From an optimization exercise on the open Yosys and OpenROAD flow, aimed at small area, a short achievable clock period and few clock cycles; shortcuts taken in it are not production practice.
Where RTL was checked, it was by simulation tests only, not by an equivalence proof against the original.
Power figures rest on the tool's default switching activity, not on a simulated workload.

Design accel_top, start of the top module:
module accel_top #(
  parameter int ARRAY_N = 4
) (
  input  logic        clk,
  input  logic        arst_n,
  input  logic        psel,
  input  logic        penable,
  input  logic        pwrite,
  input  logic [11:0] paddr,
  input  logic [31:0] pwdata,
  output logic [31:0] prdata,
  output logic        pready,
  output logic        pslverr,
  output logic        interrupt,
  output logic        busy
);
clock: 10.0 ns
lec_check: 0
cap_margin: 20
core_margin: 2
core_utilization: 40
cts_buf_list: sky130_fd_sc_hd__clkbuf_16
cts_cluster_diameter: 80
cts_cluster_size: 32
place_density: 0.6
slew_margin: 20
standard.sh (not shown) runs the stock make flow with config.mk's settings and CLKGATE_MAP_FILE= SYNTH_SCRIPT=/design/flow/synth_recipe.tcl, a recipe that flattens the netlist after the stock synthesis.
==> flow/flow/run.sh <==
#!/bin/bash
# layout flow: the standard flow, with timing repair asked for 6.6 ns of setup slack so
# that it keeps improving the achieved period beyond the 10 ns clock, and with plain
# buffers (rather than delay cells) on the ports
set -euo pipefail
bash standard.sh SETUP_SLACK_MARGIN=6.6 \
  "BUFFER_PORTS_ARGS=-buffer_cell sky130_fd_sc_hd__buf_2" finish > standard.log 2>&1
Testbench counts at the start, summed over its fixed seeds: cycles 6,656.
Change:
--- a/flow/design.v
+++ b/flow/design.v
@@ -928,17 +928,16 @@
   output logic        pready,
   output logic        pslverr,
   output logic        interrupt,
   output logic        busy
 );
   localparam int CELLS  = ARRAY_N * ARRAY_N;
   localparam int T_BITS = 58;
   logic       setup;
-  logic       clear;             
   logic       in_buf;
   logic       hit_ctrl, hit_status, hit_a, hit_b;
   logic       ro_bits;
   logic       dec_err;
   logic [3:0] pidx;
   logic       rd_c, rd_status, rd_ctrl, rd_other;
   assign setup      = psel && !penable;
   assign in_buf     = (paddr[1:0] == 2'b00) && (paddr[7:6] == 2'b00);
@@ -951,21 +950,21 @@
   always_comb begin
     if (pwrite) begin
       dec_err = !(hit_ctrl || hit_status || hit_a || hit_b) || (hit_status && ro_bits) ||
                 ((hit_a || hit_b) && busy);
     end else begin
       dec_err = !(hit_ctrl || hit_status || hit_a || hit_b || (in_buf && paddr[11:8] == 4'h3));
     end
   end
-  assign rd_c      = setup && !pwrite && (paddr[11:8] == 4'h3) &&
+  assign rd_c      = psel && !penable && !pwrite && (paddr[11:8] == 4'h3) &&
                      (paddr[7:6] == 2'b00) && (paddr[1:0] == 2'b00);
   assign rd_status = setup && !pwrite && hit_status;
   assign rd_ctrl   = setup && !pwrite && hit_ctrl;
-  assign rd_other  = setup && !rd_c;
+  assign rd_other  = setup && !pwrite && !rd_c;
   logic       wr_a_q, wr_b_q, wr_ctrl_q, start_q, clr_q, err_q;
   logic [3:0] idx_q;
   logic       start;
   logic       cvalid;
   logic       irq_en, irq_en_n;
   logic       done, done_n;
   logic       interrupt_q;
   assign start    = start_q && !busy;
@@ -1006,28 +1005,24 @@
   end
   assign interrupt = interrupt_q;
   logic [7:0] a_buf [CELLS];
   logic [7:0] b_buf [CELLS];
   logic [7:0] a_run [CELLS];
   logic [7:0] b_run [CELLS];
   always_ff @(posedge clk or negedge arst_n) begin
     if (!arst_n) begin
-      clear <= 1'b1;
-    end else begin
-      clear <= 1'b0;
-    end
-  end
-  always_ff @(posedge clk) begin
-    for (int n = 0; n < CELLS; n++) begin
-      if (clear || (wr_a_q && idx_q == 4'(n))) begin
-        a_buf[n] <= clear ? 8'd0 : pwdata[7:0];
+      for (int n = 0; n < CELLS; n++) begin
+        a_buf[n] <= '0;
+        b_buf[n] <= '0;
       end
-      if (clear || (wr_b_q && idx_q == 4'(n))) begin
-        b_buf[n] <= clear ? 8'd0 : pwdata[7:0];
+    end else begin
+      for (int n = 0; n < CELLS; n++) begin
+        if (wr_a_q && idx_q == 4'(n)) a_buf[n] <= pwdata[7:0];
+        if (wr_b_q && idx_q == 4'(n)) b_buf[n] <= pwdata[7:0];
       end
     end
   end
   always_ff @(posedge clk) begin
     if (start) begin
       for (int n = 0; n < CELLS; n++) begin
         a_run[n] <= a_buf[n];
         b_run[n] <= b_buf[n];
Result:
- critical path depth goes down by 5
- power goes down by 8.6%
- wire length goes up by 14%
- hold slack got worse by 3.8 ps
- clock skew barely changes
- worst setup slack got worse by 46 ps
- synthesized area goes up by 6.3%
- final area goes up by 5.9%
- sequential power goes down by 6.1%
- synthesized cell count goes up by 19%
- clock power goes up by about 4%
- via count goes up by 15%
- clock-buffer cell count goes down by 1
Only the layout flow was run in the second run of this note; the RTL was not checked for function there.

==> what the ideal ports hide <==
The results above use ideal ports. As a check the final layouts listed here were re-extracted and re-timed, cells and wires unchanged. Step 1: set_driving_cell puts a clkbuf_16 on clk and a buf_2 on each other input, an assumption about the parent block. Step 2 adds t to the input delays and takes it off the output delays; t is the mean of the earliest and latest rising clock arrival at the registers after step 1. Input paths then give back, and output paths get back, about the clock's delay inside the block. Three values: ideal, step 1, step 2; two values: the first two.
| run | t, ns | setup slack, ns | worst register clock-pin slew, ns |
|---|---|---|---|
| the first run | 0.678 | 6.761 / 6.746 / 6.124 | 0.12 / 0.12 |
| the second run | 0.688 | 6.714 / 6.653 / 6.157 | 0.12 / 0.12 |
After both steps setup and hold are still met in every run listed. For the first run, which loses most, drivers alone change the setup slack by -0.015 ns; drivers and shift together by -0.637 ns.
